Source: an optimization exercise on an open RTL-to-GDS flow (aim: small area, a short achievable clock period and few clock cycles). Production flows keep margins and buffers that such runs may drop.
Where RTL was checked, it was by simulation tests only, not by an equivalence proof against the original.

==> inputs of job 6035 <==
==> flow/design.v (excerpt) <==
module laser_dot_centroid_ranger (
    input  logic                 i_clk,
    input  logic                 i_rst_n,
    input  logic                 s_axis_tvalid,
    output logic                 s_axis_tready,
    input  logic [47:0]          s_axis_tdata,
    input  logic                 s_axis_tlast,
    output logic                 m_axis_tvalid,
    input  logic                 m_axis_tready,
    output logic [55:0]          m_axis_tdata,
    output logic [1:0]           m_axis_tuser,
    input  logic                 i_cfg_we,
    input  logic [2:0]           i_cfg_idx,
    input  logic [COEF_W-1:0]    i_cfg_data
);
Settings: LEC_CHECK=0, CAP_MARGIN=20, CORE_MARGIN=2, CORE_UTILIZATION=40, SETUP_SLACK_MARGIN=5, SLEW_MARGIN=20, SYNTH_MEMORY_MAX_BITS=16384, TNS_END_PERCENT=100; clock period 9.0 ns.
run.sh (not shown) runs the stock make flow with config.mk's settings and CLKGATE_MAP_FILE= SYNTH_SCRIPT=/design/flow/synth_recipe.tcl, a recipe that flattens the netlist after the stock synthesis.
==> inputs of job 7735, as changes to job 6035 <==
- SETUP_SLACK_MARGIN: 5 -> 4
==> inputs of job 6076, as changes to job 6035 <==
--- a/flow/design.v
+++ b/flow/design.v
@@ -23,32 +23,29 @@
     output logic [COL_W-1:0]  o_col,
     output logic [ROW_W-1:0]  o_row,
     output logic              o_l2
 );
     localparam logic [1535:0] TAB_DL = 1536'h000000031c71c30c30c2fbefbefbeebaebaeb6db6db6cb2cb2caebaebaeaaaaaaaa69a69a68a28a28a279e79e79a69a69a59659659249249238e38e38a28a28a18618618608208207df7df7de79e79e75d75d75c71c71c6db6db6db69a69a6996596596186186175d75d75965965955555555145145144d34d34d24924924514514504104103cf3cf3ce38e38e38d34d34d30c30c30b2cb2cb28a000000000000000000000000000000000000000000000000000000000000000000000000000;
     function automatic logic [5:0] tab_dl(input logic [7:0] k);
         tab_dl = TAB_DL[k * 6 +: 6];
     endfunction
-    localparam logic [2047:0] TAB_DH = 2048'h0000000000f5f4f3f2f1f0efeeedecebeae9e8e7e6e5e4e3e2e1e0dfdfdddddcdbdad9d8d7d6d5d4d3d2d1d0cfcecdcccbcac9c8c7c6c5c4c3c2c1c0bfbebdbcbbbab9b8b7b6b5b4b3b2b1b0afaeadacabaaa9a8a7a6a6a5a4a3a2a1a09f9e9d9c9b9a999897969594939291908f8e8d8c8b8a898887868584838281807f7e7d7c7b7a797877767574737271706f6f6e6d6c6b6a696867666564636261605f5e5d5c5b5a595857565554535251504f4e4d4c4b4a494847464544434241403f3e3d3c3b3a393837373635343332310000000000000000000000000000000000000000000000000000000000000000000000000000000000000000000000000000;
-    function automatic logic [7:0] tab_dh(input logic [7:0] k);
-        tab_dh = TAB_DH[k * 8 +: 8];
-    endfunction
     localparam logic [4095:0] TAB_L = 4096'h0505050505050505050505050505050404040404040404040404040404040404040404040404040404040404040404040404040404040404040404040404040404040404040404040404040303030303030303030303030303030303030303030303030303030303030303030303030303030303030303030303030303030303030303030303030202020202020202020202020202020202020202020202020202020202020202020202020202020202020202020202020202020202020202020202020101010101010101010101010101010101010101010101010101010101010101010101010101010101010101010101010101010101010101010101ffff0505050505050505050505050505050504040404040404040404040404040404040404040404040404040404040404040404040404040404040404040404040404040404040404040404040303030303030303030303030303030303030303030303030303030303030303030303030303030303030303030303030303030303030303030303030302020202020202020202020202020202020202020202020202020202020202020202020202020202020202020202020202020202020202020202020201010101010101010101010101010101010101010101010101010101010101010101010101010101010101010101010101010101010101010101ffff;
     function automatic logic [7:0] tab_l(input logic [8:0] k);
         tab_l = TAB_L[k * 8 +: 8];
     endfunction
     localparam logic [4095:0] TAB_H = 4096'h83838282818180807f7e7e7d7d7c7c7b7b7b7a79797878777776767575747473737272717170706f6e6e6e6d6d6c6b6b6a6a69696868676766666565646463636262616160605f5f5e5e5d5c5c5c5b5a5a59595858575756565555545453535252515150504f4f4e4d4d4c4c4b4b4a4a49494848474746464545444443434242414140403f3f3e3d3d3c3c3b3b3a3a39393838373736363535343433333232313130302f2f2e2d2d2c2c2b2b2a2a29292828272726262525242423232222212120201f1e1e1d1d1c1c1b1b1a1a19191818171716161515141413131212111110100f0e0e0d0d0c0c0b0b0a0a090908080707060605050404030302020101000083838282818180807f7e7e7d7d7c7c7c7b7b7a79797878777776767575747473737272717170706f6e6e6e6d6d6c6b6b6a6a69696868676766666565646463636262616160605f5f5e5e5d5c5c5c5b5a5a59595858575756565555545453535252515150504f4f4e4d4d4c4c4b4b4a4a49494848474746464545444443434242414140403f3f3e3e3d3c3c3b3b3a3a39393838373736363535343433333232313130302f2f2e2d2d2c2c2b2b2a2a29292828272726262525242423232222212120201f1f1e1d1d1c1c1b1b1a1a19191818171716161515141413131212111110100f0e0e0d0d0c0c0b0b0a0a0909080807070606050504040303020201010000;
     function automatic logic [7:0] tab_h(input logic [8:0] k);
         tab_h = TAB_H[k * 8 +: 8];
     endfunction
     logic [COL_W-1:0] col;
     logic [ROW_W-1:0] row;
     logic [PIX_W-1:0] blu, grn, red;
-    logic             in_win, gt, rmax, rok, pre_ok;
+    logic             in_win, gt, rmax, rok, sat_hi, pre_ok;
+    logic [2:0]       mlim;
     logic [PIX_W:0]   gb, bg, rb, rg;
     logic [PIX_W-1:0] d, a;
     always_comb begin
         col    = i_data[9:0];
         row    = i_data[19:10];
         blu    = i_data[27:20];
         grn    = i_data[35:28];
         red    = i_data[43:36];
@@ -59,20 +56,28 @@
         bg     = {1'b0, blu} - {1'b0, grn};
         rb     = {1'b0, red} - {1'b0, blu};
         rg     = {1'b0, red} - {1'b0, grn};
         gt     = bg[PIX_W];
         rmax   = !rb[PIX_W] && !rg[PIX_W];
         rok    = (red >= 8'd50) && (red <= 8'd250);
         d      = gt ? rb[PIX_W-1:0] : rg[PIX_W-1:0];
         a      = gt ? gb[PIX_W-1:0] : bg[PIX_W-1:0];
-        pre_ok = i_vld && in_win && rmax && rok;
+        if (red < 8'd57)        mlim = 3'd1;
+        else if (red < 8'd114)  mlim = 3'd2;
+        else if (red < 8'd170)  mlim = 3'd3;
+        else if (red < 8'd226)  mlim = 3'd4;
+        else if (red == 8'd226) mlim = 3'd5;
+        else if (red == 8'd227) mlim = 3'd4;
+        else                    mlim = 3'd5;
+        sat_hi = gt ? (blu >= {5'b0, mlim}) : (grn >= {5'b0, mlim});
+        pre_ok = i_vld && in_win && rmax && rok && sat_hi;
     end
     logic             r_p, r_gt, r_l;
-    logic [PIX_W-1:0] r_d, r_a, r_dh;
+    logic [PIX_W-1:0] r_d, r_a;
     logic [5:0]       r_dl;
     logic [COL_W-1:0] r_c;
     logic [ROW_W-1:0] r_r;
     always_ff @(posedge i_clk) begin
         if (!i_rst_n) begin
             r_p <= 1'b0;
             r_l <= 1'b0;
         end else begin
@@ -80,25 +85,24 @@
             r_l <= i_vld && i_last;
         end
     end
     always_ff @(posedge i_clk) begin
         r_gt <= gt;
         r_d  <= d;
         r_a  <= a;
         r_dl <= tab_dl(red);
-        r_dh <= tab_dh(red);
         r_c  <= col;
         r_r  <= row;
     end
     logic             red_ok, r_h3, r_l3;
     logic [COL_W-1:0] r_c3;
     logic [ROW_W-1:0] r_r3;
     always_comb begin
-        red_ok = (r_d >= {2'b0, r_dl}) && (r_d <= r_dh)
+        red_ok = (r_d >= {2'b0, r_dl})
               && (r_a >= tab_l({r_gt, r_d})) && (r_a <= tab_h({r_gt, r_d}));
     end
     always_ff @(posedge i_clk) begin
         if (!i_rst_n) begin
             r_h3 <= 1'b0;
             r_l3 <= 1'b0;
         end else begin
             r_h3 <= r_p && red_ok;
@@ -112,37 +116,26 @@
     assign o_hit  = r_h3;
     assign o_last = r_l3;
     assign o_col  = r_c3;
     assign o_row  = r_r3;
     assign o_l2   = r_l;
 endmodule
 import ldcr_pkg::*;
 module ldcr_div (
-    input  logic             i_clk,
-    input  logic             i_load,
-    input  logic [SUM_W-1:0] i_sum,
-    input  logic             i_step,
-    input  logic [CNT_W-1:0] i_dvs,
-    output logic [COL_W-1:0] o_quo
+    input  logic [33:0] i_a,
+    input  logic [33:0] i_b,
+    input  logic        i_ci,
+    output logic [33:0] o_s
 );
-    logic [SUM_W:0]   r_c;         
-    logic [CNT_W+1:0] sh, nx;
+    logic [34:0] t;
     always_comb begin
-        sh = {r_c[SUM_W:COL_W], r_c[COL_W-1]};
-        nx = r_c[SUM_W] ? sh + {2'b0, i_dvs} : sh - {2'b0, i_dvs};
+        t   = {i_a, 1'b1} + {i_b, i_ci};
+        o_s = t[34:1];
     end
-    always_ff @(posedge i_clk) begin
-        if (i_load) begin
-            r_c <= {1'b0, i_sum};
-        end else if (i_step) begin
-            r_c <= {nx[CNT_W:0], r_c[COL_W-2:0], !nx[CNT_W+1]};
-        end
-    end
-    assign o_quo = r_c[COL_W-1:0];
 endmodule
 import ldcr_pkg::*;
 module ldcr_ctrl (
     input  logic i_clk,
     input  logic i_rst_n,
     input  logic i_s_tvalid,
     input  logic i_s_tlast,
     input  logic i_l1,      
@@ -187,17 +180,17 @@
     output logic              o_done,
     output logic              o_m_tvalid,
     output logic [55:0]       o_m_tdata,
     output logic [1:0]        o_m_tuser
 );
     logic [CNT_W-1:0] r_cnt, cnt_b;
     logic [SUM_W-1:0] r_csum, r_rsum, csum_b, rsum_b;
     logic             r_pend, r_done, add, snap, free;
-    logic             r_idle, r_cdiv, r_minit, r_dabs, r_mul, r_neg1, r_neg2, r_div, r_fin;
+    logic             r_idle, r_rdiv, r_cdiv, r_minit, r_dabs, r_mul, r_neg1, r_neg2, r_div, r_fin;
     logic             r_ovld;
     always_comb begin
         free   = r_idle && !r_ovld;
         snap   = (r_done || r_pend) && free;
         cnt_b  = snap ? '0 : r_cnt;
         csum_b = snap ? '0 : r_csum;
         rsum_b = snap ? '0 : r_rsum;
         add    = i_hit && (cnt_b != '1);
@@ -226,93 +219,99 @@
             r_pend <= (r_pend || r_done) && !snap;
         end
     end
     logic [33:0]      r_r;
     logic [31:0]      r_q, r_d;
     logic [ROW_W-1:0] r_cr;
     logic [4:0]       r_n;
     logic             r_dneg, r_dz, r_neg, r_c, r_ofound, r_ook;
-    logic [COL_W-1:0] cc;
+    logic [COL_W-1:0] r_cc;
     logic             last_n, nonzero;
     logic [33:0] a, b, s;
-    logic [34:0] t;
     logic        ci, qb;
     always_comb begin
-        a = ({34{r_cdiv | r_div}} & {r_r[32:0], r_q[31]})
+        a = ({34{r_rdiv | r_cdiv}} & {r_r[32:0], r_q[9]})
+          | ({34{r_div}}          & {r_r[32:0], r_q[31]})
           | ({34{r_mul}}          & r_r)
           | ({34{r_neg2}}         & ~r_r)
           | ({34{r_neg1}}         & ~{2'b0, r_q})
           | ({34{r_fin}}          & {2'b0, r_q})
           | ({34{r_minit}}        & {{2{i_shift[31]}}, i_shift});
-        b = ({34{r_cdiv | r_div | r_dabs}} & ({2'b0, r_d} ^ {34{!r_r[33] | r_dabs}}))
+        b = ({34{r_rdiv | r_cdiv | r_div | r_dabs}} & ({2'b0, r_d} ^ {34{!r_r[33] | r_dabs}}))
           | ({34{r_mul & r_q[0]}}          & {{2{i_slope[31]}}, i_slope})
-          | ({34{r_minit}}                 & {8'b0, r_q[9:0], 16'b0});
-        ci = ((r_cdiv | r_div) & !r_r[33]) | r_dabs | r_neg1
+          | ({34{r_minit}}                 & {8'b0, r_cr, 16'b0});
+        ci = ((r_rdiv | r_cdiv | r_div) & !r_r[33]) | r_dabs | r_neg1
            | (r_neg2 & r_c) | (r_fin & r_neg);
-        t  = {a, 1'b1} + {b, ci};
-        s  = t[34:1];
         qb = !s[33];
-        last_n  = (r_cdiv && r_n == 5'd9) || (r_mul && r_n == 5'd15)
+        last_n  = ((r_rdiv || r_cdiv) && r_n == 5'd9) || (r_mul && r_n == 5'd15)
                || (r_div && r_n == 5'd31);
         nonzero = r_cnt != '0;
     end
     always_ff @(posedge i_clk) begin
         if (!i_rst_n) begin
             r_idle  <= 1'b1;
+            r_rdiv  <= 1'b0;
             r_cdiv  <= 1'b0;
             r_minit <= 1'b0;
             r_dabs  <= 1'b0;
             r_mul   <= 1'b0;
             r_neg1  <= 1'b0;
             r_neg2  <= 1'b0;
             r_div   <= 1'b0;
             r_fin   <= 1'b0;
             r_ovld  <= 1'b0;
         end else begin
             r_idle  <= (r_idle && !(snap && nonzero)) || r_fin;
-            r_cdiv  <= (r_idle && snap && nonzero) || (r_cdiv && !last_n);
+            r_rdiv  <= (r_idle && snap && nonzero) || (r_rdiv && !last_n);
+            r_cdiv  <= (r_rdiv && last_n) || (r_cdiv && !last_n);
             r_minit <= r_cdiv && last_n;
             r_dabs  <= r_minit;
             r_mul   <= r_dabs || (r_mul && !last_n);
             r_neg1  <= r_mul && last_n;
             r_neg2  <= r_neg1 && r_r[33];
             r_div   <= (r_neg1 && !r_r[33]) || r_neg2 || (r_div && !last_n);
             r_fin   <= r_div && last_n;
             r_ovld  <= (r_ovld && !i_m_tready) || (snap && !nonzero) || r_fin;
         end
     end
     always_ff @(posedge i_clk) begin
         if (!i_rst_n || snap) begin
             r_n <= '0;
-        end else if (r_cdiv || r_mul || r_div) begin
+        end else if (r_rdiv || r_cdiv || r_mul || r_div) begin
             r_n <= last_n ? 5'd0 : r_n + 1'b1;
         end
     end
     always_ff @(posedge i_clk) begin
         if (snap) begin
             r_d      <= {12'b0, r_cnt};
             r_r      <= {14'b0, r_rsum[SUM_W-1:COL_W]};
-            r_q      <= {r_rsum[COL_W-1:0], 22'b0};
+            r_q      <= {r_csum[SUM_W-1:COL_W], 2'b0, r_rsum[COL_W-1:0]};
+            r_cc     <= r_csum[COL_W-1:0];
             r_cr     <= '0;
             r_ofound <= nonzero;
             r_ook    <= 1'b0;
         end
-        if (r_cdiv) begin
-            r_r <= s;
-            r_q <= {r_q[30:0], qb};
+        if (r_rdiv || r_cdiv) begin
+            r_r      <= s;
+            r_q[9:0] <= {r_q[8:0], qb};
+        end
+        if (r_rdiv && last_n) begin
+            r_cr     <= {r_q[8:0], qb};
+            r_r      <= {14'b0, r_q[31:12]};
+            r_q[9:0] <= r_cc;
         end
         if (r_div) begin
             r_r <= s;
             r_q <= {r_q[30:0], qb ^ r_neg};
         end
         if (r_minit) begin
-            r_cr   <= r_q[9:0];
+            r_cc   <= r_q[9:0];
             r_r    <= {{2{i_off[31]}}, i_off};
-            r_q    <= {22'b0, r_q[9:0]};
+            r_q    <= {22'b0, r_cr};
             r_d    <= s[31:0];
             r_dneg <= s[33];
         end
         if (r_dabs) begin
             r_dz <= ({r_dneg, r_d} == '0);
             if (r_dneg) r_d <= s[31:0];
         end
         if (r_mul) begin
@@ -331,30 +330,28 @@
         end
         if (r_fin) begin
             if (r_dz)         r_r <= '0;
             else if (r_q[31] ^ r_neg) r_r <= {2'b0, r_neg ? 32'h8000_0000 : 32'h7FFF_FFFF};
             else              r_r <= {2'b0, s[31:0]};
             r_ook <= !r_dz;
         end
     end
-    ldcr_div u_cdiv (
-        .i_clk  (i_clk),
-        .i_load (snap),
-        .i_sum  (r_csum),
-        .i_step (r_cdiv),
-        .i_dvs  (r_d[CNT_W-1:0]),
-        .o_quo  (cc)
+    ldcr_div u_add (
+        .i_a  (a),
+        .i_b  (b),
+        .i_ci (ci),
+        .o_s  (s)
     );
     assign o_free     = free;
     assign o_snap     = snap;
     assign o_pend     = r_pend;
     assign o_done     = r_done;
     assign o_m_tvalid = r_ovld;
-    assign o_m_tdata  = {4'b0, r_r[31:0], r_cr, cc};
+    assign o_m_tdata  = {4'b0, r_r[31:0], r_cr, r_cc};
     assign o_m_tuser  = {r_ook, r_ofound};
 endmodule
 import ldcr_pkg::*;
 module laser_dot_centroid_ranger (
     input  logic                 i_clk,
     input  logic                 i_rst_n,
     input  logic                 s_axis_tvalid,
     output logic                 s_axis_tready,
==> flow/flow/run.sh (new file) <==
#!/bin/bash
set -euo pipefail
bash standard.sh SETUP_SLACK_MARGIN=5.6 finish > flow_standard.log 2>&1
==> flow/standard.sh (new file) <==
#!/bin/bash
# synth_recipe.tcl (not shown) runs the flow's synth.tcl, then flattens the netlist and writes it again
# the make line also repeats each setting of config.mk as NAME=value (left out here)
make -C /OpenROAD-flow-scripts/flow DESIGN_CONFIG=/design/flow/config.mk WORK_HOME=/design/flow/orfs CLKGATE_MAP_FILE= SYNTH_SCRIPT=/design/flow/synth_recipe.tcl "${@:-finish}"
removed: flow/run.sh
==> metrics.md <==
| Metric | Value |
|---|---|
| Status | `timing/DRC/antenna clean` |
| R2R depth | `17` |
| Cell Count, Final, Fillers Out | `around 5,000` |
| Sw Ratio | `0.3218` |
| Cell Chain, Critical Path | `inv_2 > nor2_4 > buf_6 > buf_16 > xnor2_1 > a221o_1 > ha_2 > inv_1 > o21ai_0 > a21oi_1 > o221a_2 > and2_4 > o21bai_4 > xnor2_2 > a22o_1 > a2111oi_4 > o31a_1` |
| Post-synth top area share | `0.2450` |
| GRT met3 Usage | `0.05837` |
| CLK BUF | `71` |
| Mapped cell area | `between 0.02 and 0.03 mm2` |
| Slew at the pin with the worst max-slew slack | `1.116 ns` |
the above is filed under job 6035

==> metrics.md <==
| Metric | Value |
|---|---|
| Status | `timing/DRC/antenna clean` |
| CLK BUF | `80` |
| Slew at the pin with the worst max-slew slack | `approximately 1.1 ns` |
| Post-synth top area share | `0.2450` |
| Mapped cell area | `between 0.02 and 0.03 mm2` |
| Cell Count, Final, Fillers Out | `4,822` |
| Cell Chain, Critical Path | `inv_1 > nor2_4 > buf_6 > xor2_1 > o21ai_0 > ha_1 > and4_1 > a211o_1 > o2111ai_1 > and2_1 > a21oi_2 > xnor2_1 > a221oi_1 > o21bai_1 > o311ai_1` |
the above is filed under job 7735

==> metrics.md <==
| Metric | Value |
|---|---|
| GRT met3 Usage | `0.05176` |
| R2R depth | `15` |
| Slew at the pin with the worst max-slew slack | `between 1 and 1.5 ns` |
| Cell Chain, Critical Path | `inv_1 > nor2_4 > buf_12 > xor2_1 > o21ai_0 > ha_1 > and4_4 > nor4b_4 > or4_4 > a221oi_4 > a21oi_2 > or4_4 > o211ai_4 > nor4_1 > or4_1` |
| CLK BUF | `75` |
| Post-synth top area share | `0.2613` |
| Status | `timing/DRC/antenna clean` |
the above is filed under job 6076

Testbench counts of job 6076, summed over its fixed seeds: cycles 43,097.
For job 6035 and job 7735, only the layout was checked, not whether the RTL still works.

==> port drivers added, routing unchanged <==
Ports are ideal in the flow. The routed layouts listed here were re-timed in OpenROAD.
Step 1 assumes that a clkbuf_16 drives the clock port and a buf_2 every other input.
Step 2 also shifts input and output timing later by t, the mid clock arrival at the registers, as if the neighbouring blocks saw the same clock.
a / b / c = no drivers / after step 1 / after step 2; a / b = the first two.
| run | shift t [ns] | setup slack, ns | worst setup path at the end | clock arrival spread, ns | pins driven straight from the clock port |
|---|---|---|---|---|---|
| job 6035 | 0.663 | 4.914 / 4.914 / 4.481 | input to register | 0.037 / 0.037 | 1 |
| job 7735 | 0.659 | 4.185 / 4.185 / 3.807 | input to register | 0.026 / 0.027 | 1 |
| job 6076 | 0.674 | 4.655 / 4.655 / 4.615 | input to register | 0.037 / 0.037 | 1 |
After both steps every run listed still meets setup and hold. For job 6035, which loses most, drivers alone change the setup slack by 0.000 ns; drivers and shift together by -0.433 ns.
